This is an optimization exercise on Yosys and OpenROAD, whose aim is small area, not a production implementation. Where RTL was checked, it was by simulation tests only, not by an equivalence proof against the original. No functional check of the RTL was part of run 3. Power figures rest on the tool's default switching activity, not on a simulated workload.

==> design.v <==
package regfile_pkg;
    localparam int unsigned DEF_WIDTH      = 32;
    localparam int unsigned DEF_ADDR_WIDTH = 5;
    localparam int unsigned DEF_DEPTH      = 32;
endpackage
module regfile_clear_seq (
    input  logic       clk,
    input  logic       rst,
    output logic       ready,
    output logic [3:0] rd_ready
);
    logic [4:0] cnt_q;
    logic       last;
    always_ff @(posedge clk or negedge rst) begin
        if (!rst) begin
            cnt_q <= '0;
        end else begin
            cnt_q <= cnt_q + 5'd1;
        end
    end
    assign last = &cnt_q;
    rf_ready_ff u_ready (.clk (clk), .rst (rst), .set (last), .q (ready));
    for (genvar i = 0; i < 4; i++) begin : g_rd
        rf_ready_ff u_rd_ready (.clk (clk), .rst (rst), .set (last), .q (rd_ready[i]));
    end
endmodule
module rf_ready_ff (
    input  logic clk,
    input  logic rst,
    input  logic set,
    output logic q
);
    always_ff @(posedge clk or negedge rst) begin
        if (!rst) begin
            q <= 1'b0;
        end else begin
            q <= q | set;
        end
    end
endmodule
module rf_keep (
    input  logic hold_n,
    input  logic s,
    output logic k
);
    assign k = ~(hold_n | s);
endmodule
module rf_next (
    input  logic sel1,
    input  logic d1,
    input  logic sel0,
    input  logic d0,
    input  logic k,
    output logic s_d
);
    assign s_d = ~((sel1 & d1) | (sel0 & d0) | k);
endmodule
module rf_bit (
    input  logic clk,
    input  logic sel1,
    input  logic sel0,
    input  logic hold_n,
    input  logic d1,
    input  logic d0,
    output logic s
);
    logic k, s_d;
    rf_keep u_keep (.hold_n (hold_n), .s (s), .k (k));
    rf_next u_next (.sel1 (sel1), .d1 (d1), .sel0 (sel0), .d0 (d0), .k (k), .s_d (s_d));
    always_ff @(posedge clk) begin
        s <= s_d;
    end
endmodule
module rf_pbit (
    input  logic clk,
    input  logic set,
    input  logic hold_n,
    output logic s
);
    always_ff @(posedge clk) begin
        s <= ~set & (hold_n | s);
    end
endmodule
module rd_pair (
    input  logic sel_n_a,
    input  logic s_a,
    input  logic sel_n_b,
    input  logic s_b,
    output logic y
);
    assign y = ~((sel_n_a | s_a) & (sel_n_b | s_b));
endmodule
module rd_one (
    input  logic sel_n,
    input  logic s,
    output logic y
);
    assign y = ~(sel_n | s);
endmodule
module rd_nor4 (
    input  logic [3:0] a,
    output logic       y_n
);
    assign y_n = ~(|a);
endmodule
module rd_nand4 (
    input  logic [3:0] a_n,
    output logic       y
);
    assign y = ~(&a_n);
endmodule
module rd_bit (
    input  logic [31:1] sel_n,
    input  logic [31:1] s,
    output logic        y
);
    logic [15:0] p;
    logic [3:0]  g_n;
    for (genvar k = 0; k < 15; k++) begin : g_pair
        rd_pair u_pair (
            .sel_n_a (sel_n[2*k+1]), .s_a (s[2*k+1]),
            .sel_n_b (sel_n[2*k+2]), .s_b (s[2*k+2]),
            .y       (p[k])
        );
    end
    rd_one u_one (.sel_n (sel_n[31]), .s (s[31]), .y (p[15]));
    for (genvar g = 0; g < 4; g++) begin : g_grp
        rd_nor4 u_nor (.a (p[4*g +: 4]), .y_n (g_n[g]));
    end
    rd_nand4 u_out (.a_n (g_n), .y (y));
endmodule
module dec_pre (
    input  logic       en,
    input  logic [4:0] a,
    output logic [3:0] hi,
    output logic [7:0] lo
);
    always_comb begin
        for (int k = 0; k < 4; k++) hi[k] = en && (a[4:3] == 2'(k));
        for (int j = 0; j < 8; j++) lo[j] = (a[2:0] == 3'(j));
    end
endmodule
module dec_sel (
    input  logic hi,
    input  logic lo,
    output logic y
);
    assign y = hi && lo;
endmodule
module dec_sel_n (
    input  logic hi,
    input  logic lo,
    output logic y_n
);
    assign y_n = !(hi && lo);
endmodule
module dec_addr (
    input  logic        en,
    input  logic [4:0]  a,
    output logic [31:1] y
);
    logic [3:0] hi;
    logic [7:0] lo;
    dec_pre u_pre (.en (en), .a (a), .hi (hi), .lo (lo));
    for (genvar r = 1; r < 32; r++) begin : g_sel
        dec_sel u_sel (.hi (hi[r/8]), .lo (lo[r%8]), .y (y[r]));
    end
endmodule
module dec_addr_n (
    input  logic        en,
    input  logic [4:0]  a,
    output logic [31:1] y_n
);
    logic [3:0] hi;
    logic [7:0] lo;
    dec_pre u_pre (.en (en), .a (a), .hi (hi), .lo (lo));
    for (genvar r = 1; r < 32; r++) begin : g_sel
        dec_sel_n u_sel (.hi (hi[r/8]), .lo (lo[r%8]), .y_n (y_n[r]));
    end
endmodule
module wr_ctl (
    input  logic ready,
    input  logic e0,
    input  logic e1,
    output logic sel0,
    output logic hold_n
);
    assign sel0   = e0 && !e1;
    assign hold_n = !(ready && !e0 && !e1);
endmodule
module regfile_mp (
    input  logic         clk,
    input  logic         rst,
    output logic         bus_ready,
    input  logic [19:0]  bus_rd_addr,
    output logic [127:0] bus_rd_dout,
    output logic [3:0]   bus_rd_pending,
    input  logic [1:0]   bus_wr_en,
    input  logic [9:0]   bus_wr_addr,
    input  logic [63:0]  bus_wr_din,
    input  logic         bus_issue_en,
    input  logic [4:0]   bus_issue_addr
);
    logic        ready;
    logic [3:0]  rd_ready;
    logic [31:1] we0;
    logic [31:1] sel0, sel1, hold_n, set_p;
    logic [31:1] rsel_n [4];
    logic [31:1] s [32];      
    logic [31:1] ps;          
    regfile_clear_seq u_clear_seq (
        .clk      (clk),
        .rst      (rst),
        .ready    (ready),
        .rd_ready (rd_ready)
    );
    logic en0, en1, en_i;
    assign en0  = ready && bus_wr_en[0];
    assign en1  = ready && bus_wr_en[1];
    assign en_i = ready && bus_issue_en;
    dec_addr u_dec_w0 (.en (en0),  .a (bus_wr_addr[4:0]), .y (we0));
    dec_addr u_dec_w1 (.en (en1),  .a (bus_wr_addr[9:5]), .y (sel1));
    dec_addr u_dec_is (.en (en_i), .a (bus_issue_addr),   .y (set_p));
    for (genvar i = 0; i < 4; i++) begin : g_rdec
        dec_addr_n u_dec_r (.en (rd_ready[i]), .a (bus_rd_addr[5*i +: 5]), .y_n (rsel_n[i]));
    end
    for (genvar r = 1; r < 32; r++) begin : g_wctl
        wr_ctl u_wctl (.ready (ready), .e0 (we0[r]), .e1 (sel1[r]), .sel0 (sel0[r]), .hold_n (hold_n[r]));
    end
    for (genvar r = 1; r < 32; r++) begin : g_reg
        for (genvar b = 0; b < 32; b++) begin : g_bit
            rf_bit u_bit (
                .clk    (clk),
                .sel1   (sel1[r]),
                .sel0   (sel0[r]),
                .hold_n (hold_n[r]),
                .d1     (bus_wr_din[32+b]),
                .d0     (bus_wr_din[b]),
                .s      (s[b][r])
            );
        end
        rf_pbit u_pend (
            .clk    (clk),
            .set    (set_p[r]),
            .hold_n (hold_n[r]),
            .s      (ps[r])
        );
    end
    for (genvar i = 0; i < 4; i++) begin : g_rd
        for (genvar b = 0; b < 32; b++) begin : g_bit
            rd_bit u_rd (.sel_n (rsel_n[i]), .s (s[b]), .y (bus_rd_dout[32*i+b]));
        end
        rd_bit u_rp (.sel_n (rsel_n[i]), .s (ps), .y (bus_rd_pending[i]));
    end
    assign bus_ready = ready;
endmodule
module regfile_top (
    input  logic         clk,
    input  logic         rst_n,
    output logic         ready,
    input  logic [19:0]  rd_addr,
    output logic [127:0] rd_dout,
    output logic [3:0]   rd_pending,
    input  logic [1:0]   wr_en,
    input  logic [9:0]   wr_addr,
    input  logic [63:0]  wr_din,
    input  logic         issue_en,
    input  logic [4:0]   issue_addr
);
    regfile_mp u_rf (
        .clk            (clk),
        .rst            (rst_n),
        .bus_ready      (ready),
        .bus_rd_addr    (rd_addr),
        .bus_rd_dout    (rd_dout),
        .bus_rd_pending (rd_pending),
        .bus_wr_en      (wr_en),
        .bus_wr_addr    (wr_addr),
        .bus_wr_din     (wr_din),
        .bus_issue_en   (issue_en),
        .bus_issue_addr (issue_addr)
    );
endmodule
==> flow/run.sh <==
#!/bin/bash
# Layout flow: the standard flow (standard synthesis, floorplan, placement,
# CTS, routing) with two changes: port buffers are buf_2, and combinational
# cells that synthesis mapped to a larger drive strength are set back to
# drive 1 before floorplanning (flow/downsize.tcl); the flow's own repair
# steps upsize again where needed. Each tool's output goes to its own log.
set -euo pipefail
BUF="BUFFER_PORTS_ARGS=-buffer_cell sky130_fd_sc_hd__buf_2"
R=orfs/results/sky130hd/regfile_top/base
bash standard.sh "$BUF" synth > std_synth.log 2>&1
openroad -no_init -exit flow/downsize.tcl > downsize.log 2>&1
touch $R/1_synth.sdc
bash standard.sh "$BUF" finish > std_finish.log 2>&1
==> flow/downsize.tcl <==
# Area recovery before floorplanning: every combinational cell that synthesis
# mapped to a larger drive strength is swapped to the drive-1 cell of the same
# function (same pins). Flip-flops keep their cells. Placement-time repair and
# timing repair upsize again wherever slew, capacitance or timing need it.
set R orfs/results/sky130hd/regfile_top/base
read_db $R/1_synth.odb
set db [ord::get_db]
set n 0
foreach inst [[ord::get_db_block] getInsts] {
  set m [[$inst getMaster] getName]
  if {![regexp {^(sky130_fd_sc_hd__([a-z0-9]+))_(\d+)$} $m -> base fn drive]} continue
  if {$drive eq "1"} continue
  if {[regexp {^(df|sdf|edf|sedf|dl|sdl|conb|clk|lpflow|tap|fill|decap|diode)} $fn]} continue
  set small [$db findMaster ${base}_1]
  if {$small eq "NULL"} continue
  if {[$inst swapMaster $small]} { incr n } else { puts "could not swap [$inst getName] $m" }
}
puts "downsized $n cells"
write_db $R/1_synth.odb
==> standard.sh <==
#!/bin/bash
# synth_recipe.tcl (not shown) runs the flow's synth.tcl, then flattens the netlist and writes it again
# the make line also repeats each setting of config.mk as NAME=value (left out here)
make -C /OpenROAD-flow-scripts/flow DESIGN_CONFIG=/design/flow/config.mk WORK_HOME=/design/flow/orfs CLKGATE_MAP_FILE= SYNTH_SCRIPT=/design/flow/synth_recipe.tcl "${@:-finish}"
==> config.mk <==
export PLATFORM = sky130hd
export DESIGN_NAME = regfile_top
export DESIGN_NICKNAME = regfile_top
export VERILOG_FILES = /design/flow/design.v
export SDC_FILE = /design/flow/constraint.sdc
export NUM_CORES = 4
export LEC_CHECK = 0
export ABC_CLOCK_PERIOD_IN_PS = 6000
export CAP_MARGIN = 20
export CORE_MARGIN = 2
export CORE_UTILIZATION = 30
export CTS_CLUSTER_DIAMETER = 120
export CTS_CLUSTER_SIZE = 20
export PLACE_DENSITY = 0.5
export SLEW_MARGIN = 20
export SYNTH_HIERARCHICAL = 1
==> constraint.sdc <==
create_clock -name core_clock -period 6.0 [get_ports {clk}]
set_input_delay 1.2000 -clock core_clock [delete_from_list [all_inputs] [get_ports {clk}]]
set_output_delay 1.2000 -clock core_clock [all_outputs]
set_load 0.01 [all_outputs]
==> qor.yml, run 1 <==
status: "timing/DRC/antenna clean"
syn_nets: 6304
dr_wl_met3_um: 78100
antenna_found_initial: 51
die_w_um: 423
groute.usage.overall_pct: 49.3
crit_fanout: 11
p_seq_share_pct: 54.0
slew_viol_final: 0
clock_latency_ns: 0.78
fin_skew_ns: 0.0441
fp-row-count: 153
tns_ns: 0
path_common_cell: "buf_4"
via_count: 79000
drive_gt1_share_pct: 14.3
power.switching_w: 0.00638
core-area_mm2: 0.174
drtIter0Drc: 18900
top_level_ports: 237
synth_area_per_cell_um2: 8.51
rsz0062_at_grt: "false"
grt_pass1_wl_um: 613000
start_util_pct: 30.3
drc: 0
port_buffers: 236
grt_overflow: 0
r2r-start: "u_rf.u_clear_seq.u_ready.q"
power_density_mw_per_mm2: 274
hold_viol_final: 0
slew_headroom_pct: 9.70
worst_hold_slack_ns: 0.258
endpoint_kind: "output pin"
yosysWarnings: 14
clock-sinks: 1033
ctsHoldBuffers: 0
total_power_w: 0.0174
routed_wirelength_um: 470000
crit_chain: "nor3b_1 -> buf_4 -> nand2_2 -> buf_4 -> o22ai_1 -> nor4_1 -> nand4_1 -> buf_2"
dp_hpwl_um: 288000
fin_crit_sh_pct: 94.3
postCtsSetupRepairBufs: 0
cts_buffers: 58
r2r_setup_slack_ns: 2.40
vdd_drop_max_uv: 283
wl_met1_um: 162000
dieArea_mm2: 0.179
cts_tree: "yes"
gp_congestion: 1.10
cp_slowest_cell: "nor4_1"
clkSlewWorstSetupHoldPaths_ns: 0.10
htreeDepth: 2
via_per_inst: 8.45
wl_met2_um: 176000
stdcell_count: 9346
clkPwrFrac_pct: 26.2
p_int_w: 0.0111
path_class: "reg -> out"
wl_per_cell_um: 50.2
num-nets-final: 7076
cts_resized: 0
pre_cts_ws_ns: 0.612
maxCapViolCount: 0
cp_data_arrival_time_ns: 4.46
leakagePower_nw: 20.8
worst_pin_slew_ns: 1.35
p_comb_share_pct: 19.8
setup_ws_ns: 0.344
placedCellCount: 9231
dr.pass1.iters: 11
fmax_mhz: 177
setup_viol: 0
crit_path_start: "u_rf.u_clear_seq.g_rd[1].u_rd_ready.q"
grt_max_degree: 35
ant_nets: 0
worstPathRequired_ns: 4.80
syn_inst: 6198
finalCriticalPeriod_ns: 5.66
cts_root_buf: "clkbuf_16"
swShare_pct: 36.6
start_kind: "register"
hold_class: "in -> async"
grt_pass1_vias: 69400
fp.dieH_um: 423
dr.max_layer_used: "met5"
slowest_delay_ns: 0.99
syn_area_mm2: 0.0527
syn2layout_area_growth_pct: 20.7
cts_buffer_depth: 3
-- power by group through the flow --
stage / clock network, W / registers [W] / logic [W]
4_1_cts: 0.00447 / 0.00931 / 0.00322
5_1_grt: 0.00470 / 0.00954 / 0.00352
3_3_place_gp: 0 / 0.00945 / 0.00315
2_1_floorplan: 0 / 0.00903 / 0.00177
3_5_place_dp: 0 / 0.00946 / 0.00321
6_report: 0.00456 / 0.00942 / 0.00346
-- metrics by stage --
stage / util [%] / instance area [µm²]
2_1_floorplan: - / 52700
3_3_place_gp: 35.5 / 61800
3_5_place_dp: 35.5 / 61800
4_1_cts: 36.4 / 63400
5_1_grt: 36.5 / 63500
6_report: 36.5 / 63600
-- path summary, 6_finish.rpt --
path | to | cells after the start
max in group asynchronous | u_rf.u_clear_seq.cnt_q[1] | 1
min reg2reg | u_rf.u_clear_seq.cnt_q[0] | 1
min in group core_clock | u_rf.u_clear_seq.cnt_q[0] | 1
min | u_rf.u_clear_seq.cnt_q[2] | 1
max reg2reg | u_rf.g_reg[29].g_bit[24].u_bit.s | 7
max | rd_dout[45] | 8
-- registers in the layout (all words and copies together) (netlist names) --
| signal | cells |
|---|---|
| u_rf.u_clear_seq.cnt_q | 5 |
| u_rf.u_clear_seq.u_ready.q | 1 |
| u_rf.g.g_bit.u_bit.s | 992 |
| u_rf.g.u_pend.s | 31 |
| u_rf.u_clear_seq.g_rd.u_rd_ready.q | 4 |
-- cell type report --
type | instances | area (µm²)
Clock buffer | 60 | 1480
Multi-Input combinational cell | 5164 | 32600
Timing Repair Buffer | 712 | 5680
Clock inverter | 5 | 72.6
Antenna cell | 46 | 115
Inverter | 1 | 3.75
Fill cell | 18000 | 111000
Tap cell | 2325 | 2910
Sequential cell | 1033 | 20700
-- worst max-delay path: cells and delay by family (launching register included) --
family	cells	cell delay, ns
and+or+nand+nor	4	2.18
buffers and inverters	3	0.83
AOI/OAI and AO/OA	1	0.12
DFF	1	0.52
-- cells in the final DEF, fill, tap and decap left out, types with 29 or more instances in the layout --
cell type / instances
diode_2: 46
buf_4: 404
nor4_1: 524
o22ai_1: 1980
nor2_1: 1124
buf_12: 69
nor2b_4: 31
nand4_1: 132
and2_2: 29
nand2_2: 124
buf_2: 236
clkbuf_16: 59
dfxtp_1: 1023
and2_1: 65
and3b_1: 35
a221oi_1: 992
o21ba_1: 31
-- routing by layer --
layer,GRT usage (%),vias to the layer above
met4,42.7,23
met2,65.1,9424
li1,-,28900
met5,2.23,-
met1,57.8,37800
met3,24.9,2898
==> run 2, diff against run 1 <==
--- a/design.v
+++ b/design.v
@@ -97,17 +97,11 @@
 );
     assign y = ~(sel_n | s);
 endmodule
-module rd_nor4 (
+module rd_or4 (
     input  logic [3:0] a,
-    output logic       y_n
-);
-    assign y_n = ~(|a);
-endmodule
-module rd_nand4 (
-    input  logic [3:0] a_n,
     output logic       y
 );
-    assign y = ~(&a_n);
+    assign y = |a;
 endmodule
 module rd_bit (
     input  logic [31:1] sel_n,
@@ -115,7 +109,7 @@
     output logic        y
 );
     logic [15:0] p;
-    logic [3:0]  g_n;
+    logic [3:0]  g;
     for (genvar k = 0; k < 15; k++) begin : g_pair
         rd_pair u_pair (
             .sel_n_a (sel_n[2*k+1]), .s_a (s[2*k+1]),
@@ -124,10 +118,10 @@
         );
     end
     rd_one u_one (.sel_n (sel_n[31]), .s (s[31]), .y (p[15]));
-    for (genvar g = 0; g < 4; g++) begin : g_grp
-        rd_nor4 u_nor (.a (p[4*g +: 4]), .y_n (g_n[g]));
-    end
-    rd_nand4 u_out (.a_n (g_n), .y (y));
+    for (genvar k = 0; k < 4; k++) begin : g_grp
+        rd_or4 u_or (.a (p[4*k +: 4]), .y (g[k]));
+    end
+    rd_or4 u_out (.a (g), .y (y));
 endmodule
 module dec_pre (
     input  logic       en,
==> qor.yml, run 2 <==
path_class: "in -> out"
via_per_inst: 8.40
busiest_layer: "met2"
power_density_mw_per_mm2: 273
drtIter0Drc: 18200
fin_skew_ns: 0.0607
grtUsageMet1_pct: 57.3
start_kind: "input pin"
crit_path_start: "rd_addr[2]"
cts_root_buf: "clkbuf_16"
top_level_ports: 237
cts_buffer_depth: 3
ant_nets: 0
antenna_found_initial: 75
grt_pass1_vias: 69100
largest_reg_flops: 992
fin_crit_sh_pct: 95.3
drc: 0
p_int_w: 0.0110
fmax_mhz: 175
htreeDepth: 2
start_util_pct: 30.1
fp-row-count: 155
finalCriticalPeriod_ns: 5.72
largestRegisters: "u_rf.g.g_bit.u_bit.s: 992 flops, u_rf.g.u_pend.s: 31 flops, u_rf.u_clear_seq.cnt_q: 5 flops"
syn_area_mm2: 0.0535
status: "timing/DRC/antenna clean"
dp_hpwl_um: 278000
reg2reg_to: "u_rf.g_reg[4].g_bit[7].u_bit.s"
grt_overflow: 0
slew_viol_final: 0
hold_viol_final: 0
crit_fanout: 11
p_seq_share_pct: 54.3
clkSlewWorstSetupHoldPaths_ns: 0.10
gp_congestion: 1.06
core-area_mm2: 0.178
clock_latency_ns: 0.82
cts_resized: 0
swShare_pct: 36.7
yosysWarnings: 14
groute.usage.overall_pct: 48.0
ctsHoldBuffers: 0
r2r-start: "u_rf.u_clear_seq.u_ready.q"
clkPwrFrac_pct: 25.7
tns_ns: 0
via_count: 77600
clock-sinks: 1033
cp-endpoint: "rd_dout[3]"
leakagePower_nw: 23.3
fp.dieH_um: 426
p_comb_share_pct: 20.0
dieArea_mm2: 0.182
routed_wirelength_um: 460000
most-common-layout-cells: "o22ai_1 (1980), nor2_1 (1124), dfxtp_1 (1023), a221oi_1 (992), or4_1 (660)"
grt_pass1_wl_um: 609000
wl_per_cell_um: 49.8
power.switching_w: 0.00637
total_power_w: 0.0174
port_buffers: 236
worst_pin_slew_ns: 1.28
num-nets-final: 6937
vdd_drop_max_uv: 283
grt_use_met2_pct: 63.1
hold_class: "in -> async"
syn_inst: 6198
r2r_setup_slack_ns: 1.87
cts_buffers: 57
postCtsSetupRepairBufs: 0
largest_register: "u_rf.g.g_bit.u_bit.s"
die_w_um: 426
final_common_cell: "o22ai_1"
worstPathRequired_ns: 4.80
cts_tree: "yes"
met3_usage_pct: 22.5
rsz0062_at_grt: "false"
drive_gt1_share_pct: 12.5
dr.pass1.iters: 17
grt_max_degree: 35
syn2layout_area_growth_pct: 18.8
synth_area_per_cell_um2: 8.64
cp_data_arrival_time_ns: 4.52
endpoint_kind: "output pin"
setup_viol: 0
syn_nets: 6304
slew_headroom_pct: 14.7
maxCapViolCount: 0
r2r_cells: 7
fin_util_pct: 35.8
-- run 2: changes by cell type in the layout (fill, tap and decap cells not counted), moves of 24 or more --
cell / before / now
buf_12: 69 / 93
buf_4: 404 / 245
nor4_1: 524 / 0
nand4_1: 132 / 0
or4_1: 0 / 660
-- run 2: area by class of cell --
class	instances	area, µm²
Sequential cell	1033	20700
Clock buffer	63	1460
Tap cell	2355	2950
Antenna cell	52	130
Multi-Input combinational cell	5164	33400
Fill cell	18300	114000
Inverter	1	3.75
Clock inverter	2	17.5
Timing Repair Buffer	574	4880
-- run 2: worst min-delay path by stage --
stage	startpoint	endpoint	slack, ns	cells after the start
final	rst_n	u_rf.u_clear_seq.g_rd[3].u_rd_ready.q	0.29	1
after global routing	rst_n	u_rf.u_clear_seq.g_rd[1].u_rd_ready.q	0.31	1
after CTS	rst_n	u_rf.u_clear_seq.g_rd[3].u_rd_ready.q	0.27	1
after detailed placement	u_rf.u_clear_seq.cnt_q[0]	u_rf.u_clear_seq.cnt_q[0]	0.45	1
after global placement	u_rf.u_clear_seq.cnt_q[0]	u_rf.u_clear_seq.cnt_q[0]	0.44	1
after floorplan	u_rf.u_clear_seq.cnt_q[0]	u_rf.u_clear_seq.cnt_q[0]	0.42	1
-- run 2: routing by layer --
layer	share of wire (%)	routed length (µm)	up-vias
met1	35	159000	37200
met5	0.057	262	-
met3	16	75400	2738
met4	11	52600	34
met2	37	172000	9079
li1	-	-	28600
-- run 2: critical path, stage by stage --
cell and delay [ns]:
buf_2 0.17, nor3b_1 0.97, nand2_2 0.90, buf_4 0.43, o22ai_1 0.20, or4_1 0.21, or4_1 0.25, buf_2 0.18
-- run 2: power by group through the flow --
stage	Sequential [W]	Combinational (W)	Clock [W]
final	0.00942	0.00346	0.00447
after global routing	0.00954	0.00355	0.00462
after CTS	0.00931	0.00325	0.00439
after detailed placement	0.00946	0.00323	0
after global placement	0.00946	0.00318	0
after floorplan	0.00903	0.00179	0
-- run 2: stage by stage --
stage | hold WS (ns) | setup WS, ns | std cells | area [µm²]
6_report | 0.288 | 0.282 | 9244 | 63600
5_1_grt | 0.306 | 0.344 | 9203 | 63500
2_1_floorplan | 0.422 | 1.58 | 6198 | 53500
3_3_place_gp | 0.439 | 0.656 | 9127 | 62000
4_1_cts | 0.271 | 0.491 | 9192 | 63500
3_5_place_dp | 0.450 | 0.633 | 9127 | 62000
==> run 3, diff against run 2 <==
--- a/design.v
+++ b/design.v
@@ -97,11 +97,17 @@
 );
     assign y = ~(sel_n | s);
 endmodule
-module rd_or4 (
+module rd_nor4 (
     input  logic [3:0] a,
+    output logic       y_n
+);
+    assign y_n = ~(|a);
+endmodule
+module rd_nand4 (
+    input  logic [3:0] a_n,
     output logic       y
 );
-    assign y = |a;
+    assign y = ~(&a_n);
 endmodule
 module rd_bit (
     input  logic [31:1] sel_n,
@@ -109,7 +115,7 @@
     output logic        y
 );
     logic [15:0] p;
-    logic [3:0]  g;
+    logic [3:0]  g_n;
     for (genvar k = 0; k < 15; k++) begin : g_pair
         rd_pair u_pair (
             .sel_n_a (sel_n[2*k+1]), .s_a (s[2*k+1]),
@@ -118,10 +124,10 @@
         );
     end
     rd_one u_one (.sel_n (sel_n[31]), .s (s[31]), .y (p[15]));
-    for (genvar k = 0; k < 4; k++) begin : g_grp
-        rd_or4 u_or (.a (p[4*k +: 4]), .y (g[k]));
-    end
-    rd_or4 u_out (.a (g), .y (y));
+    for (genvar g = 0; g < 4; g++) begin : g_grp
+        rd_nor4 u_nor (.a (p[4*g +: 4]), .y_n (g_n[g]));
+    end
+    rd_nand4 u_out (.a_n (g_n), .y (y));
 endmodule
 module dec_pre (
     input  logic       en,
@@ -151,25 +157,29 @@
 module dec_addr (
     input  logic        en,
     input  logic [4:0]  a,
-    output logic [31:1] y
+    output logic [1:0][31:1] y
 );
     logic [3:0] hi;
     logic [7:0] lo;
     dec_pre u_pre (.en (en), .a (a), .hi (hi), .lo (lo));
-    for (genvar r = 1; r < 32; r++) begin : g_sel
-        dec_sel u_sel (.hi (hi[r/8]), .lo (lo[r%8]), .y (y[r]));
+    for (genvar h = 0; h < 2; h++) begin : g_half
+        for (genvar r = 1; r < 32; r++) begin : g_sel
+            dec_sel u_sel (.hi (hi[r/8]), .lo (lo[r%8]), .y (y[h][r]));
+        end
     end
 endmodule
 module dec_addr_n (
     input  logic        en,
     input  logic [4:0]  a,
-    output logic [31:1] y_n
+    output logic [1:0][31:1] y_n
 );
     logic [3:0] hi;
     logic [7:0] lo;
     dec_pre u_pre (.en (en), .a (a), .hi (hi), .lo (lo));
-    for (genvar r = 1; r < 32; r++) begin : g_sel
-        dec_sel_n u_sel (.hi (hi[r/8]), .lo (lo[r%8]), .y_n (y_n[r]));
+    for (genvar h = 0; h < 2; h++) begin : g_half
+        for (genvar r = 1; r < 32; r++) begin : g_sel
+            dec_sel_n u_sel (.hi (hi[r/8]), .lo (lo[r%8]), .y_n (y_n[h][r]));
+        end
     end
 endmodule
 module wr_ctl (
@@ -197,9 +207,8 @@
 );
     logic        ready;
     logic [3:0]  rd_ready;
-    logic [31:1] we0;
-    logic [31:1] sel0, sel1, hold_n, set_p;
-    logic [31:1] rsel_n [4];
+    logic [1:0][31:1] we0, sel1, set_p, sel0, hold_n;
+    logic [1:0][31:1] rsel_n [4];
     logic [31:1] s [32];      
     logic [31:1] ps;          
     regfile_clear_seq u_clear_seq (
@@ -218,16 +227,18 @@
     for (genvar i = 0; i < 4; i++) begin : g_rdec
         dec_addr_n u_dec_r (.en (rd_ready[i]), .a (bus_rd_addr[5*i +: 5]), .y_n (rsel_n[i]));
     end
-    for (genvar r = 1; r < 32; r++) begin : g_wctl
-        wr_ctl u_wctl (.ready (ready), .e0 (we0[r]), .e1 (sel1[r]), .sel0 (sel0[r]), .hold_n (hold_n[r]));
+    for (genvar h = 0; h < 2; h++) begin : g_half
+        for (genvar r = 1; r < 32; r++) begin : g_wctl
+            wr_ctl u_wctl (.ready (ready), .e0 (we0[h][r]), .e1 (sel1[h][r]), .sel0 (sel0[h][r]), .hold_n (hold_n[h][r]));
+        end
     end
     for (genvar r = 1; r < 32; r++) begin : g_reg
         for (genvar b = 0; b < 32; b++) begin : g_bit
             rf_bit u_bit (
                 .clk    (clk),
-                .sel1   (sel1[r]),
-                .sel0   (sel0[r]),
-                .hold_n (hold_n[r]),
+                .sel1   (sel1[b/16][r]),
+                .sel0   (sel0[b/16][r]),
+                .hold_n (hold_n[b/16][r]),
                 .d1     (bus_wr_din[32+b]),
                 .d0     (bus_wr_din[b]),
                 .s      (s[b][r])
@@ -235,16 +246,16 @@
         end
         rf_pbit u_pend (
             .clk    (clk),
-            .set    (set_p[r]),
-            .hold_n (hold_n[r]),
+            .set    (set_p[1][r]),
+            .hold_n (hold_n[1][r]),
             .s      (ps[r])
         );
     end
     for (genvar i = 0; i < 4; i++) begin : g_rd
         for (genvar b = 0; b < 32; b++) begin : g_bit
-            rd_bit u_rd (.sel_n (rsel_n[i]), .s (s[b]), .y (bus_rd_dout[32*i+b]));
-        end
-        rd_bit u_rp (.sel_n (rsel_n[i]), .s (ps), .y (bus_rd_pending[i]));
+            rd_bit u_rd (.sel_n (rsel_n[i][b/16]), .s (s[b]), .y (bus_rd_dout[32*i+b]));
+        end
+        rd_bit u_rp (.sel_n (rsel_n[i][1]), .s (ps), .y (bus_rd_pending[i]));
     end
     assign bus_ready = ready;
 endmodule
==> qor.yml, run 3 <==
groute.usage.overall_pct: 49.7
synth_area_per_cell_um2: 8.38
worstPathRequired_ns: 4.80
final_common_cell: "o22ai_1"
path_class: "in -> out"
drc: 0
fp.dieH_um: 428
dr.pass1.iters: 8
fin_crit_sh_pct: 101
clock_latency_ns: 0.82
leakagePower_nw: 23.1
routed_wirelength_um: 484000
syn_area_mm2: 0.0540
slew_viol_final: 0
vdd_drop_max_uv: 283
largestRegisters: "u_rf.g.g_bit.u_bit.s: 992 flops, u_rf.g.u_pend.s: 31 flops, u_rf.u_clear_seq.cnt_q: 5 flops"
maxCapViolCount: 0
num-nets-final: 7712
die_w_um: 428
endpoint_kind: "output pin"
syn_inst: 6446
grt_pass1_wl_um: 637000
start_util_pct: 30.2
drtIter0Drc: 16300
yosysWarnings: 14
dp_hpwl_um: 322000
syn_nets: 6552
via_count: 78600
top_level_ports: 237
cts_resized: 0
start_kind: "input pin"
crit_fanout: 17
via_per_inst: 7.85
cts_root_buf: "clkbuf_16"
hold_viol_final: 0
clkSlewWorstSetupHoldPaths_ns: 0.09
power_density_mw_per_mm2: 270
core-area_mm2: 0.179
fin_skew_ns: 0.0343
finalCriticalPeriod_ns: 6.05
hold_class: "in -> async"
fp-row-count: 155
cp_data_arrival_time_ns: 4.85
postCtsSetupRepairBufs: 0
ant_nets: 0
stdcell_count: 10000
cts_tree: "yes"
grt_pass1_vias: 70100
r2r_cells: 8
clock-sinks: 1033
failed_checks: "negative setup slack"
ctsHoldBuffers: 0
htreeDepth: 2
drive_gt1_share_pct: 17.7
most-common-layout-cells: "o22ai_1 (1980), nor2_1 (1124), dfxtp_1 (1023), a221oi_1 (992), buf_4 (845)"
rsz0062_at_grt: "false"
wl_per_cell_um: 48.3
placedCellCount: 9899
grt_overflow: 0
setup_ws_ns: -0.0462
cts_buffers: 59
largest_reg_flops: 992
largest_register: "u_rf.g.g_bit.u_bit.s"
setup_viol: 1
slew_headroom_pct: 11.1
fmax_mhz: 165
cts_buffer_depth: 3
port_buffers: 236
fin_util_pct: 37.8
dieArea_mm2: 0.184
grt_max_degree: 41
status: "failed layout checks"
worst_pin_slew_ns: 1.32
nFillCells: 18600
gp_congestion: 1.10
syn2layout_area_growth_pct: 25.2
antenna_found_initial: 41
-- run 3: critical path, stage by stage --
cell and delay, ns:
buf_2 0.13, and3_1 0.60, buf_4 0.40, nand2_1 0.08, buf_4 0.36, o22ai_1 0.13
nor4_1 1.03, nand4_1 0.46, buf_4 0.27, buf_2 0.13
-- run 3: metal layers --
| layer | track usage [%] | vias to the layer above | part of all wire (%) | wire length (µm) |
|---|---|---|---|---|
| met5 | 0 | - | 0.034 | 165 |
| met4 | 44.4 | 26 | 11 | 55000 |
| met3 | 16.6 | 1942 | 13 | 62700 |
| met2 | 71.2 | 7831 | 40 | 195000 |
| met1 | 58.7 | 38400 | 35 | 172000 |
| li1 | - | 30400 | - | - |
-- run 3: power breakdown --
part / switching (W) / internal (W) / total [W]
sequential: 0.00163 / 0.00791 / 0.00953
clock: 0.00285 / 0.00188 / 0.00472
combinational: 0.00248 / 0.00152 / 0.00401
-- run 3: metrics by stage --
stage	instance area (µm²)	power (W)	setup TNS, ns	setup WS, ns	hold slack (ns)
floorplan	54000	0.0108	0	1.83	0.422
global placement	65600	0.0133	-0.374	-0.256	0.436
detailed placement	65800	0.0133	0	0.525	0.447
CTS	67400	0.0179	0	0.511	0.246
global route	67600	0.0186	0	0.277	0.230
finish	67600	0.0183	-0.0462	-0.0462	0.225
-- run 3: layout make-up --
type / instances / area (µm²) / area share, %
diodes: 45 / 113 / 0.166
clock buffers: 64 / 1550 / 2.29
clock inverters: 7 / 81.3 / 0.120
inverters: 1 / 3.75 / 0.00555
multi-input cells: 5412 / 34400 / 50.8
flip-flops and latches: 1033 / 20700 / 30.7
well taps: 2355 / 2950 / 4.36
repair buffers: 1099 / 7830 / 11.6
-- run 3: path summary, 6_finish.rpt --
path	slack, ns	from	to
max	-0.05	rd_addr[8]	rd_dout[54]
min	0.23	rst_n	u_rf.u_clear_seq.g_rd[2].u_rd_ready.q
max reg2reg	1.63	u_rf.u_clear_seq.u_ready.q	u_rf.g_reg[13].g_bit[28].u_bit.s
min reg2reg	0.47	u_rf.u_clear_seq.cnt_q[0]	u_rf.u_clear_seq.cnt_q[0]
max in group asynchronous	5.57	rst_n	u_rf.u_clear_seq.u_ready.q
min in group core_clock	0.47	u_rf.u_clear_seq.cnt_q[0]	u_rf.u_clear_seq.cnt_q[0]

-- re-timing with driven ports --
The results above use ideal ports. As a check the final layouts listed here were re-extracted and re-timed, cells and wires unchanged. Step 1, drivers: a clkbuf_16 drives clk and a buf_2 each remaining input, both assumed. Step 2 times the ports against the registers' clock, not the clock port: input delays grow and output delays shrink by t, the midpoint of the rising clock arrivals with the driver on. a / b / c = ideal / step 1 / step 2; a / b = the first two.
run | t, ns | setup slack, ns | hold WS [ns] | latest minus earliest clock arrival (ns) | worst register clock-pin slew, ns
run 1 | 0.849 | 0.344 / 0.236 / 0.236 | 0.258 / 0.190 / 0.462 | 0.055 / 0.055 | 0.11 / 0.11
run 2 | 0.877 | 0.282 / 0.199 / 0.238 | 0.288 / 0.216 / 0.457 | 0.067 / 0.066 | 0.11 / 0.11
run 3 | 0.913 | -0.046 / -0.140 / -0.069 | 0.225 / 0.466 / 0.466 | 0.047 / 0.047 | 0.11 / 0.11
For run 1, which loses most, drivers alone change the setup slack by -0.108 ns; drivers and shift together by -0.108 ns.
